This design comes from an exercise in tuning for small area on the open sky130 flow, not from production work.
RTL that was checked went through simulation tests only; none was proved equivalent to the original.
Only the layout flow was run in run 1; the RTL was not checked for function there.
Power and IR drop assume default switching activity.

<file path="flow/run.sh">
#!/bin/bash
# synth_recipe.tcl (not shown) runs the flow's synth.tcl, then flattens the netlist and writes it again
# the make line also repeats each setting of config.mk as NAME=value (left out here)
make -C /OpenROAD-flow-scripts/flow DESIGN_CONFIG=/design/flow/config.mk WORK_HOME=/design/flow/orfs CLKGATE_MAP_FILE= SYNTH_SCRIPT=/design/flow/synth_recipe.tcl finish
</file>
<file path="flow/config.mk">
export PLATFORM = sky130hd
export DESIGN_NAME = color_tracker_top
export DESIGN_NICKNAME = color_tracker_top
export VERILOG_FILES = /design/flow/design.v
export SDC_FILE = /design/flow/constraint.sdc
export NUM_CORES = 4
export LEC_CHECK = 0
export CAP_MARGIN = 20
export CORE_MARGIN = 2
export CORE_UTILIZATION = 40
export CTS_BUF_LIST = sky130_fd_sc_hd__clkbuf_8
export CTS_CLUSTER_DIAMETER = 80
export CTS_CLUSTER_SIZE = 14
export PLACE_DENSITY = 0.6
export SLEW_MARGIN = 20
</file>
<file path="flow/design.v">
package tracker_pkg;
   typedef logic [9-1:0] hcount_t;
   typedef logic [8-1:0] vcount_t;
   typedef struct packed {
      logic [4:0] red;
      logic [5:0] green;
      logic [4:0] blue;
   } rgb565_t;
   typedef struct packed {
      logic [7:0] first;
      logic [7:0] second;
   } pixel_bytes_t;
   typedef union packed {
      rgb565_t      rgb;
      pixel_bytes_t bus;
   } camera_pixel_u;
endpackage
module trk_hit (input logic [7:0] hi, input logic [7:0] lo, output logic hit);
   logic n1, n2, n3, n4, n5, n6, n7, n8, n9, n10, n11, n12, n13, n14, n15, n16, n17, n18, n19, n20, n21, n22, n23, n24, n25, n26, n27, n28, n29, n30, n31, n32, n33, n34, n35, n36, n37, n38, n39, n40, n41, n42, n43, n44, n45, n46, n47, n48, n49, n50, n51;
   assign n1 = ~hi[3] ^ lo[5] ^ hi[1];
   assign n2 = (~hi[3] & lo[5]) | (hi[1] & (~hi[3] ^ lo[5]));
   assign n3 = ~hi[4] ^ lo[6] ^ hi[2];
   assign n4 = (~hi[4] & lo[6]) | (hi[2] & (~hi[4] ^ lo[6]));
   assign n5 = hi[5] ^ lo[5] ^ ~lo[7];
   assign n6 = (hi[5] & lo[5]) | (~lo[7] & (hi[5] ^ lo[5]));
   assign n7 = ~hi[3] ^ hi[6] ^ lo[6];
   assign n8 = (~hi[3] & hi[6]) | (lo[6] & (~hi[3] ^ hi[6]));
   assign n9 = ~hi[4] ^ hi[7] ^ lo[7];
   assign n10 = (~hi[4] & hi[7]) | (lo[7] & (~hi[4] ^ hi[7]));
   assign n11 = lo[0] ^ lo[3];
   assign n12 = lo[0] & lo[3];
   assign n13 = lo[1] ^ lo[4] ^ ~n3;
   assign n14 = (lo[1] & lo[4]) | (~n3 & (lo[1] ^ lo[4]));
   assign n15 = lo[2] ^ 1'b1 ^ n5;
   assign n16 = (lo[2] & 1'b1) | (n5 & (lo[2] ^ 1'b1));
   assign n17 = ~hi[0] ^ lo[3] ^ n7;
   assign n18 = (~hi[0] & lo[3]) | (n7 & (~hi[0] ^ lo[3]));
   assign n19 = ~hi[1] ^ lo[4] ^ n9;
   assign n20 = (~hi[1] & lo[4]) | (n9 & (~hi[1] ^ lo[4]));
   assign n21 = hi[5] ^ ~hi[0] ^ hi[2];
   assign n22 = (hi[5] & ~hi[0]) | (hi[2] & (hi[5] ^ ~hi[0]));
   assign n23 = 1'b1 ^ ~n1;
   assign n24 = 1'b1 & ~n1;
   assign n25 = ~n2 ^ n13 ^ n12;
   assign n26 = (~n2 & n13) | (n12 & (~n2 ^ n13));
   assign n27 = ~n4 ^ n15 ^ n14;
   assign n28 = (~n4 & n15) | (n14 & (~n4 ^ n15));
   assign n29 = n6 ^ n17 ^ n16;
   assign n30 = (n6 & n17) | (n16 & (n6 ^ n17));
   assign n31 = n8 ^ n19 ^ n18;
   assign n32 = (n8 & n19) | (n18 & (n8 ^ n19));
   assign n33 = n10 ^ ~n21 ^ n20;
   assign n34 = (n10 & ~n21) | (n20 & (n10 ^ ~n21));
   assign n35 = hi[6] ^ ~hi[1] ^ n22;
   assign n36 = (hi[6] & ~hi[1]) | (n22 & (hi[6] ^ ~hi[1]));
   assign n37 = ~hi[7] ^ hi[2];
   assign n38 = ~hi[7] & hi[2];
   assign n39 = ~lo[6] & lo[0];
   assign n40 = (~lo[7] & lo[1]) | (n39 & (~lo[7] ^ lo[1]));
   assign n41 = (~hi[0] & lo[2]) | (n40 & (~hi[0] ^ lo[2]));
   assign n42 = (n11 & n23) | (n41 & (n11 ^ n23));
   assign n43 = (n25 & n24) | (n42 & (n25 ^ n24));
   assign n44 = (n27 & n26) | (n43 & (n27 ^ n26));
   assign n45 = (n29 & n28) | (n44 & (n29 ^ n28));
   assign n46 = (n31 & n30) | (n45 & (n31 ^ n30));
   assign n47 = (n33 & n32) | (n46 & (n33 ^ n32));
   assign n48 = (~n35 & n34) | (n47 & (~n35 ^ n34));
   assign n49 = (n37 & ~n36) | (n48 & (n37 ^ ~n36));
   assign n50 = (1'b1 & n38) | (n49 & (1'b1 ^ n38));
   assign n51 = 1'b1 & n50;
   assign hit = ~(n51);
endmodule
module trk_rca #(parameter int W = 8) (
   input  logic [W-1:0] a,
   input  logic [W-1:0] b,
   input  logic         ci,
   output logic [W-1:0] s,
   output logic         co
);
   logic [W:0] c;
   always_comb begin
      c[0] = ci;
      for (int i = 0; i < W; i++) begin
         s[i]   = a[i] ^ b[i] ^ c[i];
         c[i+1] = (a[i] & b[i]) | (c[i] & (a[i] ^ b[i]));
      end
      co = c[W];
   end
endmodule
module trk_inc #(parameter int W = 8) (
   input  logic [W-1:0] a,
   input  logic         ci,
   output logic [W-1:0] s,
   output logic         co
);
   logic [W:0] c;
   always_comb begin
      c[0] = ci;
      for (int i = 0; i < W; i++) begin
         s[i]   = a[i] ^ c[i];
         c[i+1] = a[i] & c[i];
      end
      co = c[W];
   end
endmodule
module color_tracker_top (
   input  logic       clk_camera,
   input  logic       sys_rst_camera,
   input  logic [7:0] camera_d_i,
   input  logic       cam_pclk_i,
   input  logic       cam_hsync_i,
   input  logic       cam_vsync_i,
   output logic [8:0] centroid_x_o,
   output logic [7:0] centroid_y_o,
   output logic       centroid_valid_o,
   output logic       uart_txd_o
);
   wire rst = sys_rst_camera;
   logic [7:0] d0;
   logic       p0, p1, h0, h1, v0;
   logic       phase;
   logic [7:0] hi;
   logic [8:0] col;
   logic [7:0] row;
   logic       pix_d, hit_d;
   always_ff @(posedge clk_camera) begin
      d0 <= camera_d_i;
      p0 <= cam_pclk_i;
      p1 <= p0;
      h0 <= cam_hsync_i;
      h1 <= h0;
      v0 <= cam_vsync_i;
   end
   logic       e_phase;
   logic       rise, fall, take, pix;
   logic [8:0] col_inc;
   logic [7:0] row_inc;
   always_comb begin
      e_phase = phase & ~rst;
      rise    = p0 & ~(p1 & ~rst);
      fall    = ~h0 & h1 & ~rst;
      take    = ~v0 & ~fall & rise & h0;
      pix     = take & e_phase;
   end
   trk_inc #(9) u_colinc (.a(col), .ci(pix_d), .s(col_inc), .co());
   trk_inc #(8) u_rowinc (.a(row), .ci(1'b1), .s(row_inc), .co());
   always_ff @(posedge clk_camera) begin
      if (v0 || rst) begin
         col <= 9'd0;
      end else if (fall) begin
         col <= 9'd0;
      end else begin
         col <= col_inc;
      end
      if (v0 || rst) begin
         row <= 8'd0;
      end else if (fall) begin
         row <= row_inc;
      end
      phase <= ~v0 & ~fall & (e_phase ^ take);
      if (take & ~e_phase) hi <= d0;
      pix_d <= pix;
   end
   logic cmp;
   trk_hit u_hit (.hi(hi), .lo(d0), .hit(cmp));
   always_ff @(posedge clk_camera) begin
      hit_d <= pix & cmp;
   end
   logic [24:0] sum_x;
   logic [23:0] sum_y;
   logic [15:0] count;
   logic [11:0] side_x;
   logic [10:0] side_y;
   logic [2:0]  side_n;
   logic [4:0]  cnt;
   logic        cx, cy;
   logic        kx, ky;
   logic        busy, hold, merge, last, start, phb, div_x, div_y;
   logic [8:0]  base_x, col_g, add_x;
   logic [7:0]  base_y, row_g, add_y;
   logic        co_x, co_y;
   logic [2:0]  ext_x, ext_y;
   logic [15:0] inc_x, inc_y, inc_n;
   logic [2:0]  inc_sn;
   always_comb begin
      busy  = (cnt >= 5'd2) && (cnt <= 5'd30);
      merge = (cnt == 5'd30);
      hold  = busy & ~merge;
      phb   = ~cnt[0];
      div_x = (cnt >= 5'd3) && (cnt <= 5'd20) && phb;
      div_y = (cnt >= 5'd3) && (cnt <= 5'd18) && phb;
      last  = pix_d && (col == 9'd319) && (row == 8'd179);
      start = last && ((count != 16'd0) || hit_d);
      col_g  = hit_d ? col : 9'd0;
      row_g  = hit_d ? row : 8'd0;
      base_x = busy ? side_x[8:0] : sum_x[8:0];
      base_y = busy ? side_y[7:0] : sum_y[7:0];
   end
   trk_rca #(9) u_addx (.a(base_x), .b(col_g), .ci(1'b0), .s(add_x), .co(co_x));
   trk_rca #(8) u_addy (.a(base_y), .b(row_g), .ci(1'b0), .s(add_y), .co(co_y));
   trk_inc #(3) u_extx (.a(side_x[11:9]), .ci(co_x), .s(ext_x), .co());
   trk_inc #(3) u_exty (.a(side_y[10:8]), .ci(co_y), .s(ext_y), .co());
   trk_inc #(16) u_incx (.a(sum_x[24:9]), .ci(cx), .s(inc_x), .co());
   trk_inc #(16) u_incy (.a(sum_y[23:8]), .ci(cy), .s(inc_y), .co());
   trk_inc #(16) u_incn (.a(count), .ci(hit_d & ~busy), .s(inc_n), .co());
   trk_inc #(3) u_incsn (.a(side_n), .ci(hit_d), .s(inc_sn), .co());
   logic [16:0] tr_x, tr_y;
   logic [7:0]  dl_x, dl_y;
   logic [8:0]  dh_x, dh_y;
   logic        bl_x, bl_y, ge_x, ge_y;
   logic [15:0] rn_x, rn_y;
   always_comb begin
      tr_x = sum_x[24:8];
      tr_y = sum_y[23:7];
   end
   trk_rca #(8) u_dlx (.a(tr_x[7:0]), .b(~count[7:0]), .ci(1'b1), .s(dl_x), .co(bl_x));
   trk_rca #(8) u_dly (.a(tr_y[7:0]), .b(~count[7:0]), .ci(1'b1), .s(dl_y), .co(bl_y));
   trk_rca #(9) u_dhx (.a(tr_x[16:8]), .b({1'b1, ~count[15:8]}), .ci(kx), .s(dh_x), .co(ge_x));
   trk_rca #(9) u_dhy (.a(tr_y[16:8]), .b({1'b1, ~count[15:8]}), .ci(ky), .s(dh_y), .co(ge_y));
   always_comb begin
      rn_x = ge_x ? {dh_x[7:0], dl_x} : tr_x[15:0];
      rn_y = ge_y ? {dh_y[7:0], dl_y} : tr_y[15:0];
   end
   always_ff @(posedge clk_camera) begin
      kx <= bl_x;
      ky <= bl_y;
   end
   always_ff @(posedge clk_camera) begin
      if (rst) begin
         sum_x <= '0;
         sum_y <= '0;
         count <= '0;
         cx    <= 1'b0;
         cy    <= 1'b0;
         cnt   <= '0;
      end else begin
         cx <= ~busy & co_x;
         cy <= ~busy & co_y;
         if (div_x) sum_x[8:0] <= {sum_x[7:0], ge_x};
         else if (!hold) sum_x[8:0] <= add_x;
         if (div_y) sum_y[7:0] <= {sum_y[6:0], ge_y};
         else if (!hold) sum_y[7:0] <= add_y;
         if (merge) sum_x[24:9] <= {13'd0, ext_x};
         else if (div_x) sum_x[24:9] <= rn_x;
         else sum_x[24:9] <= inc_x;
         if (merge) sum_y[23:8] <= {13'd0, ext_y};
         else if (div_y) sum_y[23:8] <= rn_y;
         else sum_y[23:8] <= inc_y;
         if (merge) count <= {13'd0, inc_sn};
         else count <= inc_n;
         if (start) cnt <= 5'd2;
         else if (cnt != 5'd0) cnt <= cnt + 5'd1;
      end
   end
   always_ff @(posedge clk_camera) begin
      if (hold) begin
         side_x <= {ext_x, add_x};
         side_y <= {ext_y, add_y};
         side_n <= inc_sn;
      end else begin
         side_x <= '0;
         side_y <= '0;
         side_n <= '0;
      end
   end
   always_ff @(posedge clk_camera) begin
      if (rst) begin
         centroid_x_o <= '0;
         centroid_y_o <= '0;
      end else if (merge) begin
         centroid_x_o <= sum_x[8:0];
         centroid_y_o <= sum_y[7:0];
      end
   end
   assign centroid_valid_o = (cnt == 5'd31);
   logic [9:0]  baud;
   logic [15:0] rep;
   logic        baud_tick, report_tick;
   assign baud_tick   = (baud == 10'd639);
   assign report_tick = (rep == 16'd95);
   always_ff @(posedge clk_camera) begin
      if (rst || rep == 16'd46880) rep <= '0;
      else rep <= {rep[14:0], ~(rep[15] ^ rep[0] ^ rep[2] ^ rep[11])};
      if (rst) baud <= '0;
      else if (baud_tick) baud <= 10'd1;
      else baud <= {baud[8:0], ~(baud[9] ^ baud[2])};
   end
   logic [1:0] idx;
   logic [3:0] code;
   logic [8:0] x_q;
   logic [7:0] y_q;
   logic [7:0] tx_byte;
   logic       bitper;
   always_comb begin
      case (idx)
         2'd0:    tx_byte = {7'd0, x_q[8]};
         2'd1:    tx_byte = x_q[7:0];
         default: tx_byte = y_q;
      endcase
      bitper = (code == 4'd0) || (code >= 4'd6);
   end
   always_ff @(posedge clk_camera) begin
      if (rst) begin
         idx  <= 2'd3;
         code <= 4'd4;
      end else if (idx == 2'd3) begin
         if (report_tick) idx <= 2'd0;
      end else begin
         if (code == 4'd1) begin
            idx  <= idx + 2'd1;
            code <= 4'd4;
         end else if (!bitper || baud_tick) begin
            code <= code + 4'd1;
         end
      end
   end
   always_ff @(posedge clk_camera) begin
      if (idx == 2'd3 && report_tick) begin
         x_q <= centroid_x_o;
         y_q <= centroid_y_o;
      end
   end
   assign uart_txd_o = ~((idx != 2'd3) &&
                         ((code == 4'd7) || (code[3] && !tx_byte[code[2:0]])));
endmodule
</file>
<file path="flow/constraint.sdc">
create_clock -name core_clock -period 6.0 [get_ports {clk_camera}]
set_input_delay 1.2000 -clock core_clock [delete_from_list [all_inputs] [get_ports {clk_camera}]]
set_output_delay 1.2000 -clock core_clock [all_outputs]
set_load 0.01 [all_outputs]
</file>
==> results.json, run 1 <==
{
  "die-height_um": 165,
  "finalMaxSlewViolations": 0,
  "htree_num_levels": 1,
  "critPathCaptureType": "flop",
  "post_cts_buffers": 0,
  "power_density_nw_per_um2": 207,
  "synth_area_leaders": "dfxtp_1, fa_1, ha_1",
  "wl_per_cell_um": 14.7,
  "vias_per_cell": 4.99,
  "relSlewSlack_pct": 30.4,
  "yosys_most_used_dff": "dfxtp_1",
  "final_cell_mix": "dfxtp_1, nand2_1, inv_1",
  "slowest_stage": "or4_4",
  "grt-ovfl-total": 0,
  "firstDrtPassIters": 4,
  "num-nets-final": 1198,
  "grt_usage_pct": 15.4,
  "ctsResizeCount": 0,
  "clock-sinks": 207,
  "synthArstFlopShare_pct": 0,
  "worstMarginPinSlew_ns": 1.04,
  "place_hpwl_mm": 14.4,
  "finClkSkew_ns": 0.0190,
  "setup_violations": 0,
  "drcViolationCount": 0,
  "ioPinCount": 32,
  "die_w_um": 165,
  "synth_area_um2": 10400,
  "start_util_pct": 40.3,
  "synth_top_cell_by_area": "dfxtp_1",
  "final_area_um2": 11200,
  "min_period_over_period_pct": 86.6,
  "final_util_pct": 43.6,
  "ant_nets": 0,
  "synth_top_area_share_pct": 35.1,
  "cp.arrival_ns": 5.63,
  "tns_ns": 0,
  "layout_commonest_cell": "dfxtp_1",
  "placed_cell_area_um2": 10900,
  "critical_path.top_delay_family": "adder cells",
  "numCtsBuffers": 18,
  "synth_warnings": 7,
  "fin_crit_ns": 5.20,
  "clk_pin_slew_worst_paths_ns": 0.10,
  "dpl.cell_count": 1350,
  "ys_seq_elements": 207,
  "core_um2": 25800,
  "worst_path_most_repeated_cell": "fa_1",
  "synthToLayoutAreaGrowth_pct": 8.16,
  "max_freq_ghz": 0.192,
  "dieArea_um2": 27300,
  "row_count": 59,
  "ctsHoldBuffers": 0,
  "path_class": "reg -> reg",
  "routed_wl_mm": 20.3,
  "grt_max_degree": 50,
  "synth_edf_count": 25,
  "crit_chain": "or4_4 > o21a_1 > mux2_2 > ha_1 > fa_1 > inv_1 > fa_1 > inv_1 > fa_1 > inv_1 > fa_1 > inv_1 > fa_1 > fa_1 > inv_1 > fa_1 > fa_1 > inv_1 > ha_1 > ha_1 > nor2_1 > a311oi_1",
  "synth-seq-area-share_pct": 42.3,
  "clk_path_buf_depth": 3,
  "finalHoldViolations": 0,
  "yosys.cell_types.count": 57,
  "grt_pass1_wl_mm": 34.0,
  "hp-class": "reg -> reg",
  "ir_drop_mv": 0.170,
  "outcome": "complete, no violations",
  "cpPeakStageDelay_ns": 0.71,
  "drt-initial-drc-count": 322,
  "num_vias": 6873,
  "synthCells": 1027,
  "rsz0062_at_grt": "false",
  "antenna_cells": 0,
  "fin_cells": 1377,
  "syn_nets": 1190,
  "worstPathRequired_ns": 6.44,
  "syn_avg_cell_area_um2": 10.1,
  "cts_tree": "built",
  "power_leakage_nw": 4.88,
  "cts_root_buf": "clkbuf_8",
  "grt_antenna_before_repair": 0,
  "worst-path-stages": 22,
  "grt_pass1_vias": 6759,
  "total_power_mw": 2.33,
  "drv_cap": 0,
  "clock_latency_ns": 0.53,
  "place.gp.congestion": 0.824,
  "portBuffers": 31,
  "crit_buf_inv": 6,
  "critPathLaunchType": "flop",
  "worst-path-max-fanout": 20,
  "r2r_cells": 22,
  "layout-drive-gt1-share_pct": 4.99,
  "hold_depth": 0
}
## cell type report
type / count / area (um^2)
Timing Repair Buffer: 41 / 380
Inverter: 88 / 330
Fill cell: 2489 / 14500
Tap cell: 335 / 419
Clock inverter: 7 / 26.3
Multi-Input combinational cell: 679 / 5420
Clock buffer: 20 / 275
Sequential cell: 207 / 4390
## registers in the layout, indices dropped and copies added (netlist names), 9 cells and up
signal	count
count	16
sum_x	25
centroid_x_o	9
baud	10
side_x	12
col	9
sum_y	24
side_y	11
rep	16
x_q	9
## report_power, final
group | total (mW) | leakage (nW) | internal (mW) | switching [mW]
clock network | 0.762 | 0.181 | 0.304 | 0.458
logic | 0.138 | 3.00 | 0.0591 | 0.0790
registers | 1.43 | 1.70 | 1.41 | 0.0167
## path summary, 6_finish.rpt
kind | slack, ns | start | endpoint
max reg2reg | 0.80 | cnt[2] | sum_x[10]
max | 0.80 | cnt[2] | sum_x[10]
min reg2reg | 0.36 | p0 | p1
min | 0.36 | p0 | p1
## cells by family after synthesis
logic type / after synthesis / synth area share (%)
simple gates: 338 / 16.0
xor+xnor: 15 / 1.26
compound gates: 150 / 9.80
fa+ha+maj: 150 / 22.4
mux: 26 / 2.62
flops: 207 / 42.3
buf+inv: 141 / 5.66
## cell usage after synthesis (4+ instances only)
library cell / instances
a211o_1: 4
nand4_1: 4
and2_1: 52
and3_1: 19
clkbuf_1: 28
buf_4: 4
buf_2: 16
a22oi_1: 5
o211ai_1: 31
nand3_1: 6
nor3b_1: 4
nand2_1: 133
mux2i_1: 16
mux2_2: 10
dfxtp_1: 182
edfxtp_1: 25
nor4_1: 6
a221oi_1: 4
a211oi_1: 15
nor2b_1: 14
nor2_1: 60
a311oi_1: 15
nand4b_1: 5
ha_1: 90
inv_1: 88
nor3_1: 13
xor2_1: 6
or3_1: 5
nand2b_1: 5
fa_1: 60
o21ai_0: 8
xnor2_1: 9
a21oi_1: 53
## per-layer routing
layer	wire length [um]	vias to the layer above	track usage, %
li1	-	3474	-
met1	9740	3275	21.1
met2	9300	92	25.4
met3	702	32	2.30
met4	517	0	4.31
met5	0	-	0
## stage by stage
step	worst slack [ns]	hold slack (ns)
after global routing	0.512	0.374
final	0.804	0.364
after global placement	0.866	0.348
after detailed placement	0.783	0.350
after floorplan	1.10	0.331
after CTS	0.753	0.365
==> run 2: changes to the inputs <==
--- a/flow/design.v
+++ b/flow/design.v
@@ -202,7 +202,7 @@
    trk_inc #(3) u_exty (.a(side_y[10:8]), .ci(co_y), .s(ext_y), .co());
    trk_inc #(16) u_incx (.a(sum_x[24:9]), .ci(cx), .s(inc_x), .co());
    trk_inc #(16) u_incy (.a(sum_y[23:8]), .ci(cy), .s(inc_y), .co());
-   trk_inc #(16) u_incn (.a(count), .ci(hit_d & ~busy), .s(inc_n), .co());
+   trk_inc #(16) u_incn (.a(count), .ci(hit_d), .s(inc_n), .co());
    trk_inc #(3) u_incsn (.a(side_n), .ci(hit_d), .s(inc_sn), .co());
    logic [16:0] tr_x, tr_y;
    logic [7:0]  dl_x, dl_y;
@@ -247,7 +247,7 @@
          else if (div_y) sum_y[23:8] <= rn_y;
          else sum_y[23:8] <= inc_y;
          if (merge) count <= {13'd0, inc_sn};
-         else count <= inc_n;
+         else if (!busy) count <= inc_n;
          if (start) cnt <= 5'd2;
          else if (cnt != 5'd0) cnt <= cnt + 5'd1;
       end
@@ -302,13 +302,15 @@
    always_ff @(posedge clk_camera) begin
       if (rst) begin
          idx  <= 2'd3;
-         code <= 4'd4;
+         code <= 4'd2;
       end else if (idx == 2'd3) begin
          if (report_tick) idx <= 2'd0;
       end else begin
          if (code == 4'd1) begin
             idx  <= idx + 2'd1;
-            code <= 4'd4;
+            code <= 4'd2;
+         end else if (code == 4'd3) begin
+            code <= 4'd6;
          end else if (!bitper || baud_tick) begin
             code <= code + 4'd1;
          end
==> flow/flow/run.sh (new file) <==
#!/bin/bash
# Standard synthesis and layout, with three layout options changed:
#  - port buffers use the smallest buffer cell,
#  - the clock tree is built without dummy loads,
#  - after global routing, gates with timing slack are downsized (power recovery).
set -uo pipefail
bash standard.sh finish \
  "BUFFER_PORTS_ARGS=-buffer_cell sky130_fd_sc_hd__buf_1" \
  "CTS_ARGS=-sink_clustering_enable -repair_clock_nets -sink_clustering_size 14 -sink_clustering_max_diameter 80 -buf_list sky130_fd_sc_hd__clkbuf_8 -dont_use_dummy_load" \
  RECOVER_POWER=100 > standard.log 2>&1
==> flow/standard.sh (new file) <==
#!/bin/bash
# synth_recipe.tcl (not shown) runs the flow's synth.tcl, then flattens the netlist and writes it again
# the make line also repeats each setting of config.mk as NAME=value (left out here)
make -C /OpenROAD-flow-scripts/flow DESIGN_CONFIG=/design/flow/config.mk WORK_HOME=/design/flow/orfs CLKGATE_MAP_FILE= SYNTH_SCRIPT=/design/flow/synth_recipe.tcl "${@:-finish}"
removed: flow/run.sh
==> results.json, run 2 <==
{
  "outcome": "finished with violations",
  "so_faults": "max-capacitance violations, max-slew violations",
  "num-nets-final": 1253,
  "dp_slack_ns": 1.10,
  "relSlewSlack_pct": -87.1,
  "row_count": 59,
  "power_leakage_nw": 4.71,
  "yosysMostFrequentCell": "dfxtp_1",
  "clock_latency_ns": 0.52,
  "power_density_nw_per_um2": 202,
  "holdWs_ns": 0.357,
  "numCtsBuffers": 18,
  "finalMaxSlewViolations": 60,
  "portBuffers": 31,
  "top_regs": "sum_x (25), sum_y (24)",
  "max_freq_ghz": 0.191,
  "die_w_um": 167,
  "synth-seq-area-share_pct": 41.5,
  "layout_commonest_cell": "dfxtp_1",
  "ant_nets": 0,
  "yosys_most_used_dff": "dfxtp_1",
  "syn_nets": 1243,
  "routed_wl_mm": 20.7,
  "ctsResizeCount": 0,
  "synth.mux.area_fraction_pct": 1.93,
  "core_um2": 26000,
  "finClkSkew_ns": 0.00971,
  "worst-path-max-fanout": 27,
  "worst_path_most_repeated_cell": "fa_1",
  "ctsHoldBuffers": 0,
  "critPathLaunchType": "flop",
  "synth_top_area_share_pct": 34.4,
  "clk_pin_slew_worst_paths_ns": 0.09,
  "fin_crit_ns": 5.24,
  "drt-initial-drc-count": 387,
  "yosys.cell_types.count": 61,
  "setup_violations": 0,
  "layout_setup_ws_ns": 0.759,
  "ir_drop_mv": 0.185,
  "rsz0062_at_grt": "false",
  "crit_chain": "and4_1 > a21oi_1 > buf_4 > mux2i_1 > fa_1 > fa_1 > inv_1 > fa_1 > fa_1 > inv_1 > fa_1 > inv_1 > fa_1 > fa_1 > ha_1 > ha_1 > xnor2_1 > a211oi_1",
  "grt_antenna_before_repair": 0,
  "top_register": "sum_x",
  "clock-sinks": 207,
  "drcViolationCount": 0,
  "path_class": "reg -> reg",
  "firstDrtPassIters": 5,
  "synthSimpleGateAreaFrac_pct": 16.6,
  "synth-compound-area-share_pct": 10.3,
  "synth_warnings": 7,
  "worstMarginPinSlew_ns": 2.81,
  "vias_per_cell": 5.00,
  "clk_path_buf_depth": 3,
  "final_cell_mix": "dfxtp_1, nand2_1, ha_1",
  "min_period_over_period_pct": 87.3,
  "synth_area_um2": 10600,
  "start_util_pct": 40.7,
  "grt_max_degree": 60,
  "syn_avg_cell_area_um2": 9.83,
  "antenna_cells": 0,
  "synth_top_family_by_area": "adder cells",
  "dieArea_um2": 27800,
  "crit_buf_inv": 4,
  "hp-class": "reg -> reg",
  "htree_num_levels": 1,
  "place_hpwl_mm": 15.2,
  "synth_fa_ha_area_share_pct": 22.5,
  "synthCells": 1076,
  "post_cts_buffers": 0,
  "die-height_um": 167,
  "place.gp.congestion": 0.800,
  "slowest_stage": "a21oi_1",
  "cp.arrival_ns": 5.51,
  "critPathCaptureType": "flop",
  "largest_register_ffs": 25,
  "wl_per_cell_um": 14.6,
  "grt_usage_pct": 15.2,
  "num_vias": 7101,
  "critical_path.top_delay_family": "adder cells",
  "grt_pass1_vias": 6950,
  "tns_ns": 0,
  "synthArstFlopShare_pct": 0,
  "synthTopCellsByCount": "dfxtp_1, nand2_1, ha_1",
  "grt_pass1_wl_mm": 35.2,
  "ioPinCount": 32,
  "dpl.cell_count": 1401,
  "layout-drive-gt1-share_pct": 3.60,
  "cpPeakStageDelay_ns": 0.50,
  "synthToLayoutAreaGrowth_pct": 5.36,
  "synth_area_leaders": "dfxtp_1, fa_1, ha_1",
  "cts_root_buf": "clkbuf_8",
  "synth_xor_area_share_pct": 1.24,
  "finalHoldViolations": 0,
  "drv_cap": 1,
  "cts_tree": "built",
  "grt-ovfl-total": 0,
  "synth_top_cell_by_area": "dfxtp_1",
  "ys_seq_elements": 207,
  "fin_cells": 1419,
  "worstPathRequired_ns": 6.27,
  "synth_edf_count": 25
}
==> run 2: cell count changes after synthesis, moves of 4 or more <==
| cell | delta |
|---|---|
| nand2_1 | +30 |
| nor2_1 | +26 |
| a21oi_1 | +14 |
| and3_1 | -14 |
| a211oi_1 | +11 |
| mux2_2 | -9 |
| o211ai_1 | -7 |
| ha_1 | +4 |
==> run 2: path summary, 6_finish.rpt <==
| path | start | to | slack (ns) | depth (start not counted) |
|---|---|---|---|---|
| min | p0 | p1 | 0.36 | 0 |
| max reg2reg | cnt[4] | sum_y[10] | 0.76 | 18 |
| max | cnt[4] | sum_y[10] | 0.76 | 18 |
| min reg2reg | p0 | p1 | 0.36 | 0 |
==> run 2: logic make-up after synthesis <==
kind of cell,after synthesis
adder cells (fa/ha/maj),154
buffers and inverters,145
multiplexers,19
AND/OR/NAND/NOR,373
AO/OA/AOI/OAI,163
XOR/XNOR,15
flip-flops,207
==> run 2: report_power, final <==
part           switching [mW]  internal (mW)
sequential             0.0121           1.41
combinational          0.0707         0.0457
clock                   0.448          0.270
==> run 2: stage by stage <==
stage               power (mW)  cell area, um^2  util, %
global placement          1.57            10900     42.1
detailed placement        1.57            10900     42.1
global route              2.36            11100     42.9
finish                    2.26            11100     42.9
CTS                       2.30            11200     43.1
floorplan                 1.54            10600        -
==> run 2: cell type report <==
type / instances / area [um^2]
inverters: 92 / 345
clock buffers: 18 / 248
fillers: 2576 / 14800
multi-input cells: 724 / 5560
well taps: 335 / 419
repair buffers: 43 / 184
flip-flops and latches: 207 / 4390
==> run 2: worst register-to-register path, cell delays in order, from the launching register on <==
cell	delay, ns
dfxtp_1	0.44
and4_1	0.31
a21oi_1	0.50
buf_4	0.43
mux2i_1	0.34
fa_1	0.25
fa_1	0.17
inv_1	0.05
fa_1	0.40
fa_1	0.38
inv_1	0.08
fa_1	0.15
inv_1	0.05
fa_1	0.38
fa_1	0.40
ha_1	0.21
ha_1	0.19
xnor2_1	0.19
a211oi_1	0.09
==> run 2: per-layer routing <==
metal / track usage [%] / up-vias / share of wire, %
li1: - / 3622 / -
met1: 21.3 / 3379 / 50
met5: 0 / - / 0
met3: 2.33 / 25 / 3.2
met4: 3.79 / 0 / 2.1
met2: 24.8 / 75 / 45
==> run 3: changes to the inputs <==
==> flow/flow/run.sh (replaced) <==
#!/bin/bash
# Standard synthesis and layout, with two layout options changed:
#  - port buffers use the smallest buffer cell,
#  - the clock tree is built without dummy loads,

set -uo pipefail
bash standard.sh finish \
  "BUFFER_PORTS_ARGS=-buffer_cell sky130_fd_sc_hd__buf_1" \
  "CTS_ARGS=-sink_clustering_enable -repair_clock_nets -sink_clustering_size 14 -sink_clustering_max_diameter 80 -buf_list sky130_fd_sc_hd__clkbuf_8 -dont_use_dummy_load" \
  > standard.log 2>&1
==> results.json, run 3 <==
{
  "synthToLayoutAreaGrowth_pct": 5.77,
  "placed_cell_area_um2": 10900,
  "start_util_pct": 40.7,
  "vias_per_cell": 5.01,
  "min_period_over_period_pct": 82.3,
  "clk_pin_slew_worst_paths_ns": 0.09,
  "cpPeakStageDelay_ns": 0.44,
  "largest_register_ffs": 25,
  "grt_pass1_wl_mm": 35.2,
  "wl_met2_mm": 9.41,
  "path_class": "reg -> reg",
  "worst-path-max-fanout": 27,
  "grt_pass1_vias": 6950,
  "portBuffers": 31,
  "firstDrtPassIters": 4,
  "yosys_most_used_dff": "dfxtp_1",
  "synthArstFlopShare_pct": 0,
  "synth_area_um2": 10600,
  "synth_edf_count": 25,
  "drv_cap": 0,
  "grt-ovfl-total": 0,
  "syn_nets": 1243,
  "power_leakage_nw": 4.76,
  "synth_top_cell_by_area": "dfxtp_1",
  "finalMaxSlewViolations": 0,
  "final_area_um2": 11200,
  "critPathCaptureType": "flop",
  "slowest_stage": "dfxtp_1",
  "dieArea_um2": 27800,
  "hp-class": "reg -> reg",
  "worstPathRequired_ns": 6.44,
  "routed.top_layer": "met4",
  "yosysMostFrequentCell": "dfxtp_1",
  "critPathLaunchType": "flop",
  "outcome": "complete, no violations",
  "fin_crit_ns": 4.94,
  "htree_num_levels": 1,
  "synth_top_area_share_pct": 34.4,
  "final_cell_mix": "dfxtp_1, nand2_1, ha_1",
  "place_hpwl_mm": 15.2,
  "synth_area_leaders": "dfxtp_1, fa_1, ha_1",
  "ctsResizeCount": 0,
  "ctsHoldBuffers": 0,
  "synth-seq-area-share_pct": 41.5,
  "ys_seq_elements": 207,
  "place.gp.congestion": 0.800,
  "die_w_um": 167,
  "syn_avg_cell_area_um2": 9.83,
  "dp_slack_ns": 1.10,
  "grt_max_degree": 60,
  "numCtsBuffers": 18,
  "core_um2": 26000,
  "finalHoldViolations": 0,
  "synth_warnings": 7,
  "clock-sinks": 207,
  "ioPinCount": 32,
  "top_register": "sum_x",
  "top_regs": "sum_x (25), sum_y (24)",
  "yosys.cell_types.count": 61,
  "clock_latency_ns": 0.52,
  "ant_nets": 0,
  "relSlewSlack_pct": 37.6,
  "cts_root_buf": "clkbuf_8",
  "drt-initial-drc-count": 392,
  "cts_tree": "built",
  "wl_per_cell_um": 14.6,
  "synthTopCellsByCount": "dfxtp_1, nand2_1, ha_1",
  "wl_met1_mm": 10.2,
  "met3_length_um": 662,
  "fillCellCount": 2563,
  "crit_chain": "and4_1 > a21oi_2 > buf_4 > mux2i_1 > fa_1 > fa_1 > inv_1 > fa_1 > fa_1 > inv_1 > fa_1 > inv_1 > fa_1 > fa_1 > ha_1 > ha_1 > xnor2_1 > a211oi_1",
  "worstMarginPinSlew_ns": 0.933,
  "layout_commonest_cell": "dfxtp_1",
  "drcViolationCount": 0,
  "worst_path_most_repeated_cell": "fa_1",
  "post_cts_buffers": 0,
  "power_density_nw_per_um2": 202,
  "routed_wl_mm": 20.7,
  "layout_setup_ws_ns": 1.06,
  "synthCells": 1076,
  "fin_cells": 1419,
  "die-height_um": 167,
  "num-nets-final": 1253,
  "clk_path_buf_depth": 3,
  "final_util_pct": 43.1,
  "max_freq_ghz": 0.203,
  "finClkSkew_ns": 0.0154,
  "rsz0062_at_grt": "false",
  "grt_antenna_before_repair": 0,
  "layout-drive-gt1-share_pct": 4.70,
  "cp.arrival_ns": 5.37,
  "grt_usage_pct": 15.2,
  "antenna_cells": 0,
  "setup_violations": 0,
  "ir_drop_mv": 0.185,
  "row_count": 59,
  "dpl.cell_count": 1401,
  "num_vias": 7108,
  "tns_ns": 0
}
==> run 3: cell counts after synthesis <==
Identical to the previous run, type by type.
==> run 3: path summary, 6_finish.rpt <==
check	start	end	slack, ns	cells after the start
min	p0	p1	0.36	0
max reg2reg	cnt[4]	sum_y[10]	1.06	18
min reg2reg	p0	p1	0.36	0
max	cnt[4]	sum_y[10]	1.06	18
==> run 3: layout make-up <==
cell class                 count  area [um^2]  area share [%]
sequential                   207         4390            39.3
inverter                      92          345            3.09
multi-input combinational    724         5580            49.8
tap                          335          419            3.75
timing repair buffer          43          208            1.86
clock buffer                  18          248            2.21
==> run 3: cell families (layout without fill, tap and decap cells) <==
logic type | after synthesis | count (layout) | synth area share, %
and+or+nand+nor | 373 | 373 | 16.6
DFF | 207 | 207 | 41.5
AOI/OAI and AO/OA | 163 | 163 | 10.3
adders and majority gates | 154 | 154 | 22.5
buffers and inverters | 145 | 153 | 5.88
muxes | 19 | 19 | 1.93
xor gates and xnor gates | 15 | 15 | 1.24
==> run 3: power by group <==
| group | switching, mW | internal [mW] |
|---|---|---|
| combinational | 0.0707 | 0.0466 |
| sequential | 0.0123 | 1.41 |
| clock | 0.449 | 0.271 |
==> run 3: worst max-delay path, delay by kind of cell (launching register included) <==
family / cells / cell delay (ns)
adder cells (fa/ha/maj): 9 / 2.53
flip-flops: 1 / 0.44
buffers and inverters: 4 / 0.57
XOR/XNOR: 1 / 0.13
AND/OR/NAND/NOR: 1 / 0.31
multiplexers: 1 / 0.32
AO/OA/AOI/OAI: 2 / 0.54
==> run 3: routing by layer <==
metal / GRT usage [%] / up-vias
met5: 0 / -
met4: 3.79 / 0
met1: 21.3 / 3384
met2: 24.8 / 85
li1: - / 3616
met3: 2.33 / 23
==> run 3: through the flow <==
step	hold slack, ns	total power [mW]
final	0.357	2.26
after global routing	0.366	2.36
after CTS	0.359	2.30
after detailed placement	0.343	1.57
after global placement	0.339	1.57
after floorplan	0.331	1.54
==> run 4: changes to the inputs <==
--- a/flow/design.v
+++ b/flow/design.v
@@ -202,7 +202,7 @@
    trk_inc #(3) u_exty (.a(side_y[10:8]), .ci(co_y), .s(ext_y), .co());
    trk_inc #(16) u_incx (.a(sum_x[24:9]), .ci(cx), .s(inc_x), .co());
    trk_inc #(16) u_incy (.a(sum_y[23:8]), .ci(cy), .s(inc_y), .co());
-   trk_inc #(16) u_incn (.a(count), .ci(hit_d), .s(inc_n), .co());
+   trk_inc #(16) u_incn (.a(count), .ci(hit_d & ~busy), .s(inc_n), .co());
    trk_inc #(3) u_incsn (.a(side_n), .ci(hit_d), .s(inc_sn), .co());
    logic [16:0] tr_x, tr_y;
    logic [7:0]  dl_x, dl_y;
@@ -213,10 +213,19 @@
       tr_x = sum_x[24:8];
       tr_y = sum_y[23:7];
    end
-   trk_rca #(8) u_dlx (.a(tr_x[7:0]), .b(~count[7:0]), .ci(1'b1), .s(dl_x), .co(bl_x));
-   trk_rca #(8) u_dly (.a(tr_y[7:0]), .b(~count[7:0]), .ci(1'b1), .s(dl_y), .co(bl_y));
-   trk_rca #(9) u_dhx (.a(tr_x[16:8]), .b({1'b1, ~count[15:8]}), .ci(kx), .s(dh_x), .co(ge_x));
-   trk_rca #(9) u_dhy (.a(tr_y[16:8]), .b({1'b1, ~count[15:8]}), .ci(ky), .s(dh_y), .co(ge_y));
+   logic [7:0] sl_x, sl_y;
+   logic [8:0] sh_x, sh_y;
+   logic       ch_x, ch_y;
+   trk_rca #(8) u_dlx (.a(~tr_x[7:0]), .b(count[7:0]), .ci(1'b0), .s(sl_x), .co(bl_x));
+   trk_rca #(8) u_dly (.a(~tr_y[7:0]), .b(count[7:0]), .ci(1'b0), .s(sl_y), .co(bl_y));
+   trk_rca #(9) u_dhx (.a(~tr_x[16:8]), .b({1'b0, count[15:8]}), .ci(kx), .s(sh_x), .co(ch_x));
+   trk_rca #(9) u_dhy (.a(~tr_y[16:8]), .b({1'b0, count[15:8]}), .ci(ky), .s(sh_y), .co(ch_y));
+   assign dl_x = ~sl_x;
+   assign dl_y = ~sl_y;
+   assign dh_x = ~sh_x;
+   assign dh_y = ~sh_y;
+   assign ge_x = ~ch_x;
+   assign ge_y = ~ch_y;
    always_comb begin
       rn_x = ge_x ? {dh_x[7:0], dl_x} : tr_x[15:0];
       rn_y = ge_y ? {dh_y[7:0], dl_y} : tr_y[15:0];
@@ -247,7 +256,7 @@
          else if (div_y) sum_y[23:8] <= rn_y;
          else sum_y[23:8] <= inc_y;
          if (merge) count <= {13'd0, inc_sn};
-         else if (!busy) count <= inc_n;
+         else count <= inc_n;
          if (start) cnt <= 5'd2;
          else if (cnt != 5'd0) cnt <= cnt + 5'd1;
       end
@@ -302,15 +311,13 @@
    always_ff @(posedge clk_camera) begin
       if (rst) begin
          idx  <= 2'd3;
-         code <= 4'd2;
+         code <= 4'd4;
       end else if (idx == 2'd3) begin
          if (report_tick) idx <= 2'd0;
       end else begin
          if (code == 4'd1) begin
             idx  <= idx + 2'd1;
-            code <= 4'd2;
-         end else if (code == 4'd3) begin
-            code <= 4'd6;
+            code <= 4'd4;
          end else if (!bitper || baud_tick) begin
             code <= code + 4'd1;
          end
==> flow/config.mk (replaced) <==
export PLATFORM = sky130hd
export DESIGN_NAME = color_tracker_top
export DESIGN_NICKNAME = color_tracker_top
export VERILOG_FILES = /design/flow/design.v
export SDC_FILE = /design/flow/constraint.sdc
export NUM_CORES = 4
export LEC_CHECK = 0
export CAP_MARGIN = 0
export CORE_MARGIN = 2
export CORE_UTILIZATION = 65
export CTS_BUF_LIST = sky130_fd_sc_hd__clkbuf_8
export CTS_CLUSTER_DIAMETER = 80
export CTS_CLUSTER_SIZE = 14
export PLACE_DENSITY = 0.75
export SLEW_MARGIN = 0
==> results.json, run 4 <==
{
  "final_area_um2": 10900,
  "die-height_um": 130,
  "num-nets-final": 1201,
  "synth_top_area_share_pct": 35.1,
  "start_util_pct": 66.0,
  "grt_pass1_wl_mm": 32.7,
  "firstDrtPassIters": 5,
  "grt_usage_pct": 24.0,
  "hold_depth": 0,
  "power_frac_seq_pct": 63.7,
  "wl_per_cell_um": 15.5,
  "fin_crit_ns": 5.00,
  "r2r_start": "cnt[0]",
  "critPathCaptureType": "flop",
  "setup_violations": 0,
  "slowest_stage": "dfxtp_1",
  "worstHoldStart": "p0",
  "ctsHoldBuffers": 0,
  "max_freq_ghz": 0.200,
  "syn_avg_cell_area_um2": 10.1,
  "finalMaxSlewViolations": 0,
  "yosys_most_used_dff": "dfxtp_1",
  "portBuffers": 31,
  "numCtsBuffers": 18,
  "finClkSkew_ns": 0.0324,
  "place_hpwl_mm": 13.9,
  "rsz0062_at_grt": "false",
  "synth_edf_count": 25,
  "synthArstFlopShare_pct": 0,
  "core_um2": 15700,
  "clock-sinks": 207,
  "cpPeakStageDelay_ns": 0.57,
  "vias_per_cell": 5.46,
  "drcViolationCount": 0,
  "drt-initial-drc-count": 494,
  "place.gp.congestion": 0.825,
  "cts_tree": "built",
  "hold_end": "p1",
  "holdWs_ns": 0.356,
  "clk_pin_slew_worst_paths_ns": 0.09,
  "critical_path.top_delay_family": "adder cells",
  "grt-ovfl-total": 0,
  "p_sw_uw": 505,
  "placed_cell_area_um2": 10600,
  "min_period_over_period_pct": 83.3,
  "ys_seq_elements": 207,
  "synth_area_um2": 10400,
  "combPwrFrac_pct": 5.1,
  "layout_commonest_cell": "dfxtp_1",
  "grt_antenna_before_repair": 0,
  "critPathLaunchType": "flop",
  "synthTopCellsByCount": "dfxtp_1, nand2_1, ha_1, inv_1, and2_1",
  "synthCells": 1026,
  "yosys.cell_types.count": 53,
  "r2r_slack_ns": 1.0,
  "ir_drop_mv": 0.167,
  "finalHoldViolations": 0,
  "final_cell_mix": "dfxtp_1, nand2_1, inv_1, ha_1, and2_1",
  "power_density_nw_per_um2": 205,
  "rr_endpoint": "sum_y[10]",
  "clock_latency_ns": 0.52,
  "routed_wl_mm": 19.4,
  "htree_num_levels": 1,
  "synthToLayoutAreaGrowth_pct": 4.97,
  "num_vias": 6841,
  "crit_chain": "nand3_1 > o2bb2ai_2 > buf_4 > mux2i_1 > fa_1 > fa_1 > inv_1 > fa_1 > fa_1 > fa_1 > fa_1 > fa_1 > ha_1 > ha_1 > xnor2_1 > nand2b_1 > a21oi_1",
  "ioPinCount": 32,
  "syn_nets": 1189,
  "cp.arrival_ns": 5.38,
  "largest_register_ffs": 25,
  "worst_path_most_repeated_cell": "fa_1",
  "outcome": "complete, no violations",
  "antenna_cells": 0,
  "ctsResizeCount": 0,
  "relSlewSlack_pct": 12.9,
  "layout-drive-gt1-share_pct": 5.12,
  "hp-class": "reg -> reg",
  "yosysMostFrequentCell": "dfxtp_1",
  "total_power_mw": 2.23,
  "grt_pass1_vias": 6660,
  "synth_area_leaders": "dfxtp_1, fa_1, ha_1",
  "top_regs": "sum_x (25), sum_y (24)",
  "p_int_mw": 1.73,
  "p_sw_share_pct": 22.6,
  "die_w_um": 130,
  "grt_max_degree": 68,
  "path_class": "reg -> reg",
  "top_register": "sum_x",
  "crit_buf_inv": 2,
  "drv_cap": 0,
  "worstPathRequired_ns": 6.38,
  "synth_warnings": 7,
  "p_clk_share_pct": 31.1,
  "power_leakage_nw": 4.76,
  "final_util_pct": 69.3,
  "post_cts_buffers": 0,
  "clk_path_buf_depth": 3,
  "cts_root_buf": "clkbuf_8",
  "fillCellCount": 1245,
  "worst-path-max-fanout": 18,
  "ant_nets": 0,
  "worstMarginPinSlew_ns": 1.31,
  "r2r_cells": 17,
  "dieArea_um2": 17000,
  "tns_ns": 0,
  "row_count": 46,
  "synth_top_cell_by_area": "dfxtp_1",
  "synth-seq-area-share_pct": 42.4
}
==> run 4: logic make-up after synthesis <==
logic type | after synthesis | synth area share, %
xor+xnor | 16 | 1.35
mux | 27 | 2.74
fa+ha+maj | 150 | 22.4
buf+inv | 138 | 5.28
compound gates | 149 | 9.75
simple gates | 339 | 16.1
flops | 207 | 42.4
==> run 4: metrics by stage <==
step | instances | setup slack [ns]
finish | 1252 | 0.999
CTS | 1252 | 0.965
detailed placement | 1234 | 0.956
global placement | 1234 | 1.10
global route | 1252 | 0.586
floorplan | 1026 | 1.09
==> run 4: worst max path at each step <==
stage	startpoint	slack, ns	endpoint	cells past startpoint
after CTS	cnt[0]	0.96	sum_y[10]	17
after global placement	cnt[0]	1.10	sum_y[10]	17
after global routing	cnt[0]	0.59	sum_y[10]	17
after detailed placement	cnt[0]	0.96	sum_y[10]	17
final	cnt[0]	1.0	sum_y[10]	17
after floorplan	cnt[0]	1.09	sum_x[11]	23
==> run 4: power by group through the flow <==
stage,Clock (mW),Combinational [mW],Sequential (mW)
global route,0.764,0.134,1.42
detailed placement,0,0.115,1.45
global placement,0,0.109,1.45
CTS,0.716,0.117,1.42
finish,0.695,0.115,1.42
floorplan,0,0.0906,1.45
==> run 4: cell type report <==
class	instances	area, um^2	share of cell area (%)
Multi-Input combinational cell	681	5450	50.1
Sequential cell	207	4390	40.4
Inverter	90	338	3.10
Tap cell	216	270	2.48
Clock buffer	18	248	2.28
Timing Repair Buffer	40	185	1.70
==> run 4: layer usage <==
| layer | global-route usage (%) | vias up | part of all wire [%] |
|---|---|---|---|
| met5 | 0 | - | 0 |
| met1 | 36.0 | 3234 | 50 |
| met4 | 4.81 | 0 | 1.9 |
| li1 | - | 3462 | - |
| met2 | 37.5 | 116 | 44 |
| met3 | 3.49 | 29 | 4.0 |
==> run 5: changes to the inputs <==
==> flow/config.mk (replaced) <==
export PLATFORM = sky130hd
export DESIGN_NAME = color_tracker_top
export DESIGN_NICKNAME = color_tracker_top
export VERILOG_FILES = /design/flow/design.v
export SDC_FILE = /design/flow/constraint.sdc
export NUM_CORES = 4
export LEC_CHECK = 0
export CAP_MARGIN = 20
export CORE_MARGIN = 2
export CORE_UTILIZATION = 40
export CTS_BUF_LIST = sky130_fd_sc_hd__clkbuf_8
export CTS_CLUSTER_DIAMETER = 80
export CTS_CLUSTER_SIZE = 14
export PLACE_DENSITY = 0.6
export SLEW_MARGIN = 20
==> results.json, run 5 <==
{
  "outcome": "complete, no violations",
  "start_util_pct": 41.0,
  "drv_cap": 0,
  "drcViolationCount": 0,
  "setup_violations": 0,
  "drt-initial-drc-count": 331,
  "max_freq_ghz": 0.199,
  "synth-seq-area-share_pct": 42.4,
  "layout-drive-gt1-share_pct": 5.12,
  "largest_register_ffs": 25,
  "synth_area_leaders": "dfxtp_1, fa_1, ha_1",
  "grt_antenna_before_repair": 0,
  "yosys_most_used_dff": "dfxtp_1",
  "worst_path_most_repeated_cell": "fa_1",
  "htree_num_levels": 1,
  "antenna_cells": 0,
  "portBuffers": 31,
  "grt_usage_pct": 15.4,
  "synthTopCellsByCount": "dfxtp_1, nand2_1, ha_1, inv_1, and2_1",
  "worst-path-max-fanout": 18,
  "top_register": "sum_x",
  "clock-sinks": 207,
  "startpoint": "cnt[4]",
  "slowest_stage": "dfxtp_1",
  "fin_crit_ns": 5.03,
  "tns_ns": 0,
  "cts_tree": "built",
  "critical_path.endpoint": "sum_y[10]",
  "routed_wl_mm": 20.0,
  "cpPeakStageDelay_ns": 0.58,
  "combPwrFrac_pct": 4.9,
  "worstMarginPinSlew_ns": 1.05,
  "p_sw_share_pct": 23.6,
  "r2r_start": "cnt[4]",
  "ys_seq_elements": 207,
  "finalHoldViolations": 0,
  "vias_per_cell": 4.96,
  "die-height_um": 165,
  "r2r_slack_ns": 0.97,
  "ioPinCount": 32,
  "synthCells": 1026,
  "finClkSkew_ns": 0.0631,
  "finalMaxSlewViolations": 0,
  "synth_warnings": 7,
  "synth_top_area_share_pct": 35.1,
  "critPathLaunchType": "flop",
  "die_w_um": 165,
  "clk_path_buf_depth": 3,
  "clock_latency_ns": 0.53,
  "power_frac_seq_pct": 62.5,
  "grt_pass1_wl_mm": 34.1,
  "syn_avg_cell_area_um2": 10.1,
  "synth_top_cell_by_area": "dfxtp_1",
  "worstPathRequired_ns": 6.37,
  "num_vias": 6775,
  "power_leakage_nw": 4.75,
  "synth_edf_count": 25,
  "path_class": "reg -> reg",
  "yosys.cell_types.count": 53,
  "layout_commonest_cell": "dfxtp_1",
  "cp.arrival_ns": 5.40,
  "rsz0062_at_grt": "false",
  "critPathCaptureType": "flop",
  "ant_nets": 0,
  "synth_area_um2": 10400,
  "ir_drop_mv": 0.151,
  "p_int_mw": 1.74,
  "r2r_cells": 17,
  "rr_endpoint": "sum_y[10]",
  "place_hpwl_mm": 14.3,
  "synthToLayoutAreaGrowth_pct": 6.36,
  "p_clk_share_pct": 32.6,
  "crit_chain": "nand2_1 > o2bb2ai_2 > buf_4 > mux2i_1 > fa_1 > fa_1 > inv_1 > fa_1 > fa_1 > fa_1 > fa_1 > fa_1 > ha_1 > ha_1 > xnor2_1 > nand2b_1 > a21oi_1",
  "holdWs_ns": 0.366,
  "syn_nets": 1189,
  "synthArstFlopShare_pct": 0,
  "hp-class": "reg -> reg",
  "firstDrtPassIters": 4,
  "relSlewSlack_pct": 30.3,
  "num-nets-final": 1200,
  "final_cell_mix": "dfxtp_1, nand2_1, inv_1, ha_1, and2_1",
  "p_sw_uw": 536,
  "wl_per_cell_um": 14.6,
  "grt_pass1_vias": 6818,
  "grt_max_degree": 44,
  "dieArea_um2": 27200,
  "clk_pin_slew_worst_paths_ns": 0.10,
  "min_period_over_period_pct": 83.8,
  "numCtsBuffers": 19,
  "grt-ovfl-total": 0,
  "core_um2": 25300,
  "row_count": 58,
  "power_density_nw_per_um2": 206,
  "place.gp.congestion": 0.795,
  "top_regs": "sum_x (25), sum_y (24)",
  "ctsResizeCount": 0,
  "ctsHoldBuffers": 0,
  "post_cts_buffers": 0,
  "yosysMostFrequentCell": "dfxtp_1",
  "cts_root_buf": "clkbuf_8"
}
==> run 5: cell types whose count changed in the layout (fill, tap and decap cells not counted), sizes merged <==
cell / change
buf: -2
clkbuf: +1
==> run 5: critical path: cells and delay by family (launching register included) <==
kind	cells	cell delay [ns]
simple gates	2	0.34
buf+inv	2	0.39
flops	1	0.58
fa+ha+maj	9	2.74
xor+xnor	1	0.20
mux	1	0.29
compound gates	2	0.34
==> run 5: how the worst min path moves through the flow <==
stage,startpoint,to,slack (ns),depth (start not counted)
2_1_floorplan,p0,p1,0.33,0
3_3_place_gp,p0,p1,0.34,0
3_5_place_dp,p0,p1,0.34,0
4_1_cts,p0,p1,0.37,0
5_1_grt,p0,p1,0.38,0
6_report,p0,p1,0.37,0
==> run 5: kinds of logic after synthesis <==
kind of cell	share of synthesized area, %
AND/OR/NAND/NOR	16.1
flip-flops	42.4
adder cells (fa/ha/maj)	22.4
AO/OA/AOI/OAI	9.75
buffers and inverters	5.28
multiplexers	2.74
XOR/XNOR	1.35
==> run 5: cell type report <==
type                       count  area (um^2)
fill                        2470        14300
multi-input combinational    681         5460
sequential                   207         4390
tap                          330          413
inverter                      90          338
clock buffer                  19          262
timing repair buffer          38          170
==> run 5: power by group through the flow <==
stage	Sequential, mW	Combinational, mW	Clock [mW]
global route	1.43	0.134	0.826
finish	1.42	0.112	0.742
floorplan	1.45	0.0906	0
CTS	1.42	0.115	0.779
global placement	1.45	0.112	0
detailed placement	1.45	0.113	0
==> run 5: per-stage QoR <==
| stage | area, um^2 | worst slack, ns | cells | util [%] | power (mW) |
|---|---|---|---|---|---|
| after floorplan | 10400 | 1.09 | 1026 | - | 1.54 |
| after global placement | 10800 | 1.11 | 1346 | 42.5 | 1.57 |
| after detailed placement | 10800 | 0.976 | 1346 | 42.5 | 1.57 |
| after global routing | 11000 | 0.692 | 1365 | 43.6 | 2.39 |
| after CTS | 11000 | 0.953 | 1365 | 43.6 | 2.32 |
| final | 11000 | 0.970 | 1365 | 43.6 | 2.28 |
==> run 5: per-layer routing <==
metal	vias up	part of all wire, %	global-route usage (%)
li1	3454	-	-
met1	3203	50	21.6
met2	87	43	24.7
met3	31	4.1	2.51
met4	0	2.3	4.19
met5	-	0	0
==> run 6: changes to the inputs <==
--- a/flow/design.v
+++ b/flow/design.v
@@ -174,8 +174,7 @@
    logic [2:0]  side_n;
    logic [4:0]  cnt;
    logic        cx, cy;
-   logic        kx, ky;
-   logic        busy, hold, merge, last, start, phb, div_x, div_y;
+   logic        busy, hold, merge, last, start;
    logic [8:0]  base_x, col_g, add_x;
    logic [7:0]  base_y, row_g, add_y;
    logic        co_x, co_y;
@@ -186,9 +185,6 @@
       busy  = (cnt >= 5'd2) && (cnt <= 5'd30);
       merge = (cnt == 5'd30);
       hold  = busy & ~merge;
-      phb   = ~cnt[0];
-      div_x = (cnt >= 5'd3) && (cnt <= 5'd20) && phb;
-      div_y = (cnt >= 5'd3) && (cnt <= 5'd18) && phb;
       last  = pix_d && (col == 9'd319) && (row == 8'd179);
       start = last && ((count != 16'd0) || hit_d);
       col_g  = hit_d ? col : 9'd0;
@@ -204,35 +200,33 @@
    trk_inc #(16) u_incy (.a(sum_y[23:8]), .ci(cy), .s(inc_y), .co());
    trk_inc #(16) u_incn (.a(count), .ci(hit_d & ~busy), .s(inc_n), .co());
    trk_inc #(3) u_incsn (.a(side_n), .ci(hit_d), .s(inc_sn), .co());
-   logic [16:0] tr_x, tr_y;
-   logic [7:0]  dl_x, dl_y;
-   logic [8:0]  dh_x, dh_y;
-   logic        bl_x, bl_y, ge_x, ge_y;
-   logic [15:0] rn_x, rn_y;
+   logic       odd, xa, xb, ya, yb;
+   logic       sgn_x, sgn_y, k, r7;
+   logic       ls, hs, lco;
+   logic [7:0] la, lb, lout;
+   logic [8:0] ha, hb, hout;
    always_comb begin
-      tr_x = sum_x[24:8];
-      tr_y = sum_y[23:7];
-   end
-   logic [7:0] sl_x, sl_y;
-   logic [8:0] sh_x, sh_y;
-   logic       ch_x, ch_y;
-   trk_rca #(8) u_dlx (.a(~tr_x[7:0]), .b(count[7:0]), .ci(1'b0), .s(sl_x), .co(bl_x));
-   trk_rca #(8) u_dly (.a(~tr_y[7:0]), .b(count[7:0]), .ci(1'b0), .s(sl_y), .co(bl_y));
-   trk_rca #(9) u_dhx (.a(~tr_x[16:8]), .b({1'b0, count[15:8]}), .ci(kx), .s(sh_x), .co(ch_x));
-   trk_rca #(9) u_dhy (.a(~tr_y[16:8]), .b({1'b0, count[15:8]}), .ci(ky), .s(sh_y), .co(ch_y));
-   assign dl_x = ~sl_x;
-   assign dl_y = ~sl_y;
-   assign dh_x = ~sh_x;
-   assign dh_y = ~sh_y;
-   assign ge_x = ~ch_x;
-   assign ge_y = ~ch_y;
-   always_comb begin
-      rn_x = ge_x ? {dh_x[7:0], dl_x} : tr_x[15:0];
-      rn_y = ge_y ? {dh_y[7:0], dl_y} : tr_y[15:0];
+      odd = cnt[0];
+      xa  = (cnt >= 5'd3) && (cnt <= 5'd19) && odd;
+      xb  = (cnt >= 5'd4) && (cnt <= 5'd20) && !odd;
+      ya  = (cnt >= 5'd4) && (cnt <= 5'd18) && !odd;
+      yb  = (cnt >= 5'd5) && (cnt <= 5'd19) && odd;
+      la  = odd ? sum_x[15:8] : sum_y[14:7];
+      ls  = odd ? ~sgn_x : ~sgn_y;
+      lb  = count[7:0] ^ {8{ls}};
+      ha  = odd ? {sum_y[23:16], r7} : {sum_x[24:17], r7};
+      hs  = odd ? ~sgn_y : ~sgn_x;
+      hb  = {1'b0, count[15:8]} ^ {9{hs}};
    end
+   trk_rca #(8) u_dlo (.a(la), .b(lb), .ci(ls), .s(lout), .co(lco));
+   trk_rca #(9) u_dhi (.a(ha), .b(hb), .ci(k), .s(hout), .co());
    always_ff @(posedge clk_camera) begin
-      kx <= bl_x;
-      ky <= bl_y;
+      k  <= lco;
+      r7 <= odd ? sum_x[16] : sum_y[15];
+      if (xb) sgn_x <= hout[8];
+      else if (!busy) sgn_x <= 1'b0;
+      if (yb) sgn_y <= hout[8];
+      else if (!busy) sgn_y <= 1'b0;
    end
    always_ff @(posedge clk_camera) begin
       if (rst) begin
@@ -245,16 +239,22 @@
       end else begin
          cx <= ~busy & co_x;
          cy <= ~busy & co_y;
-         if (div_x) sum_x[8:0] <= {sum_x[7:0], ge_x};
+         if (xb) sum_x[8:0] <= {sum_x[7:0], ~hout[8]};
          else if (!hold) sum_x[8:0] <= add_x;
-         if (div_y) sum_y[7:0] <= {sum_y[6:0], ge_y};
+         if (yb) sum_y[7:0] <= {sum_y[6:0], ~hout[8]};
          else if (!hold) sum_y[7:0] <= add_y;
-         if (merge) sum_x[24:9] <= {13'd0, ext_x};
-         else if (div_x) sum_x[24:9] <= rn_x;
-         else sum_x[24:9] <= inc_x;
-         if (merge) sum_y[23:8] <= {13'd0, ext_y};
-         else if (div_y) sum_y[23:8] <= rn_y;
-         else sum_y[23:8] <= inc_y;
+         if (merge) sum_x[16:9] <= {5'd0, ext_x};
+         else if (xa) sum_x[16:9] <= lout;
+         else sum_x[16:9] <= inc_x[7:0];
+         if (merge) sum_x[24:17] <= 8'd0;
+         else if (xb) sum_x[24:17] <= hout[7:0];
+         else sum_x[24:17] <= inc_x[15:8];
+         if (merge) sum_y[15:8] <= {5'd0, ext_y};
+         else if (ya) sum_y[15:8] <= lout;
+         else sum_y[15:8] <= inc_y[7:0];
+         if (merge) sum_y[23:16] <= 8'd0;
+         else if (yb) sum_y[23:16] <= hout[7:0];
+         else sum_y[23:16] <= inc_y[15:8];
          if (merge) count <= {13'd0, inc_sn};
          else count <= inc_n;
          if (start) cnt <= 5'd2;
==> flow/flow/run.sh (replaced) <==
#!/bin/bash
# Standard synthesis and layout, with two layout options changed:
#  - port buffers use the smallest buffer cell,
#  - the clock tree is built without dummy loads,

set -uo pipefail
bash standard.sh finish \
  "BUFFER_PORTS_ARGS=-buffer_cell sky130_fd_sc_hd__buf_1" \
  "CTS_ARGS=-sink_clustering_enable -repair_clock_nets -sink_clustering_size 17 -sink_clustering_max_diameter 100 -buf_list sky130_fd_sc_hd__clkbuf_8 -dont_use_dummy_load" \
  > standard.log 2>&1
--- a/flow/config.mk
+++ b/flow/config.mk
@@ -9,7 +9,7 @@
 export CORE_MARGIN = 2
 export CORE_UTILIZATION = 40
 export CTS_BUF_LIST = sky130_fd_sc_hd__clkbuf_8
-export CTS_CLUSTER_DIAMETER = 80
-export CTS_CLUSTER_SIZE = 14
+export CTS_CLUSTER_DIAMETER = 100
+export CTS_CLUSTER_SIZE = 17
 export PLACE_DENSITY = 0.6
 export SLEW_MARGIN = 20
==> results.json, run 6 <==
{
  "outcome": "complete, no violations",
  "cp.arrival_ns": 5.70,
  "layout_setup_ws_ns": 0.672,
  "ys_seq_elements": 209,
  "row_count": 58,
  "clk_pin_slew_worst_paths_ns": 0.10,
  "ctsHoldBuffers": 0,
  "antenna_cells": 0,
  "multi_input_area_um2": 5330,
  "crit_buf_inv": 4,
  "syn_nets": 1119,
  "post_cts_buffers": 0,
  "yosys.cell_types.count": 68,
  "synth_area_leaders": "dfxtp_1, ha_1, fa_1",
  "path_class": "reg -> reg",
  "power_density_nw_per_um2": 227,
  "grt-ovfl-total": 0,
  "critPathCaptureType": "flop",
  "yosys_most_used_dff": "dfxtp_1",
  "setup_violations": 0,
  "power_leakage_nw": 4.50,
  "crit_chain": "ha_1 > nor3_2 > a21oi_2 > mux2_2 > ha_1 > inv_1 > fa_1 > fa_1 > fa_1 > inv_1 > fa_1 > fa_1 > fa_1 > inv_1 > fa_1 > fa_1 > inv_1 > ha_1 > ha_1 > xnor2_1 > nand2_1 > nand2_1 > a21oi_1",
  "min_period_over_period_pct": 88.8,
  "grt_usage_pct": 15.1,
  "drt-initial-drc-count": 333,
  "cpPeakStageDelay_ns": 0.59,
  "worstPathRequired_ns": 6.37,
  "max_freq_ghz": 0.188,
  "place_hpwl_mm": 14.2,
  "drcViolationCount": 0,
  "finClkSkew_ns": 0.0530,
  "top_regs": "sum_x (25), sum_y (24)",
  "core_um2": 25100,
  "grt_pass1_vias": 6389,
  "ctsResizeCount": 0,
  "finalHoldViolations": 0,
  "ant_nets": 0,
  "worst_path_most_repeated_cell": "fa_1",
  "critical_path.top_delay_family": "adder cells",
  "synth_top_area_share_pct": 35.8,
  "synthCells": 972,
  "synth_warnings": 7,
  "fillCellCount": 2476,
  "finalMaxSlewViolations": 0,
  "num_vias": 6496,
  "slowest_stage": "dfxtp_1",
  "portBuffers": 31,
  "synth_top_cell_by_area": "dfxtp_1",
  "yosysMostFrequentCell": "dfxtp_1",
  "synth_edf_count": 27,
  "synth-seq-area-share_pct": 43.7,
  "ir_drop_mv": 0.161,
  "hp-class": "reg -> reg",
  "firstDrtPassIters": 4,
  "vias_per_cell": 4.96,
  "grt_antenna_before_repair": 0,
  "drv_cap": 0,
  "numCtsBuffers": 16,
  "rsz0062_at_grt": "false",
  "fin_cells": 1309,
  "cts_tree": "built",
  "synthToLayoutAreaGrowth_pct": 5.97,
  "routed_wl_mm": 19.3,
  "clock_latency_ns": 0.52,
  "layout-drive-gt1-share_pct": 6.54,
  "final_cell_mix": "dfxtp_1, nand2_1, ha_1",
  "critPathLaunchType": "flop",
  "largest_register_ffs": 25,
  "worst-path-max-fanout": 10,
  "syn_avg_cell_area_um2": 10.5,
  "dp_slack_ns": 0.683,
  "start_util_pct": 40.6,
  "worstMarginPinSlew_ns": 0.993,
  "num-nets-final": 1128,
  "synth_area_um2": 10200,
  "ioPinCount": 32,
  "tns_ns": 0,
  "register_area_um2": 4450,
  "cts_root_buf": "clkbuf_8",
  "die-height_um": 164,
  "grt_pass1_wl_mm": 32.5,
  "relSlewSlack_pct": 33.7,
  "dpl.cell_count": 1293,
  "die_w_um": 164,
  "synthArstFlopShare_pct": 0,
  "wl_per_cell_um": 14.8,
  "htree_num_levels": 1,
  "fin_crit_ns": 5.33,
  "layout_commonest_cell": "dfxtp_1",
  "grt_max_degree": 55,
  "place.gp.congestion": 0.804,
  "clk_path_buf_depth": 3,
  "dieArea_um2": 26800,
  "synthTopCellsByCount": "dfxtp_1, nand2_1, ha_1",
  "clock-sinks": 209,
  "top_register": "sum_x"
}
==> run 6: changes by cell type after synthesis, sizes merged, moves of 15 or more <==
cell	delta
fa	-15
inv	-38
mux2i	+18
nand2	-20
o211ai	-22
xor2	+15
==> run 6: worst paths after layout <==
check                             from   endpoint  slack (ns)  cells after the start
worst max-delay path            cnt[1]  sum_x[11]        0.67                     23
worst max register to register  cnt[1]  sum_x[11]        0.67                     23
worst min register to register      p0         p1        0.36                      0
worst min-delay path                p0         p1        0.36                      0
==> run 6: layer usage <==
metal,GRT usage (%),wire (um)
met5,0,0
met3,1.83,495
met2,24.3,8840
met1,21.7,9630
met4,3.35,365
==> run 6: area by class of cell <==
type	instances	share of cell area, %
sequential	209	41.3
tap	330	3.83
inverter	53	1.84
multi-input combinational	662	49.4
timing repair buffer	39	1.65
clock buffer	16	2.04
==> run 6: worst reg2reg max path, stage by stage (launching register included) <==
cell     delay, ns
dfxtp_1       0.59
ha_1          0.33
nor3_2        0.07
a21oi_2       0.49
mux2_2        0.27
ha_1          0.13
inv_1         0.05
fa_1          0.38
fa_1          0.39
fa_1          0.37
inv_1         0.08
fa_1          0.18
fa_1          0.19
fa_1          0.16
inv_1         0.05
fa_1          0.38
fa_1          0.39
inv_1         0.07
ha_1          0.14
ha_1          0.16
xnor2_1       0.14
nand2_1       0.07
nand2_1       0.07
a21oi_1       0.05
==> run 6: where the power goes <==
group,internal [mW],switching (mW),total [mW]
registers,1.43,0.0163,1.45
logic,0.141,0.184,0.325
clock network,0.242,0.434,0.676
total,1.81,0.635,2.45
==> run 6: metrics by stage <==
step / hold slack, ns / utilization [%] / power (mW) / cell area, um^2
floorplan: 0.331 / - / 1.73 / 10200
detailed placement: 0.345 / 42.1 / 1.81 / 10600
global placement: 0.336 / 42.1 / 1.80 / 10600
finish: 0.359 / 43.0 / 2.45 / 10800
CTS: 0.362 / 43.0 / 2.49 / 10800
global route: 0.375 / 43.0 / 2.58 / 10800
==> run 6: logic make-up (layout without fill, tap and decap cells) <==
family,Yosys count,in the layout,synth area share (%)
AO/OA/AOI/OAI,115,115,7.67
XOR/XNOR,36,36,3.10
adder cells (fa/ha/maj),134,134,19.8
buffers and inverters,101,108,4.12
flip-flops,209,209,43.7
multiplexers,58,58,6.27
AND/OR/NAND/NOR,319,319,15.3

## static timing again, ports no longer ideal
How much do the figures lean on ideal ports? The routed layouts below were timed once more, with nothing changed but the port constraints. Step 1 sets driving cells, clkbuf_16 on the clock port and buf_2 on the other inputs (assumed; they add their load-dependent delay and slew). Step 2 also shifts input and output timing later by t, the mid clock arrival at the registers, as if the neighbouring blocks saw the same clock. Slacks: ideal / step 1 / step 2; pairs: ideal / step 1.
run	t, ns	slack for setup (ns)
run 1	0.558	0.804 / 0.804 / 0.804
run 2	0.560	0.759 / 0.759 / 0.759
run 3	0.561	1.064 / 1.064 / 1.064
run 4	0.534	0.999 / 0.999 / 0.999
run 5	0.543	0.970 / 0.970 / 0.970
run 6	0.536	0.672 / 0.672 / 0.672
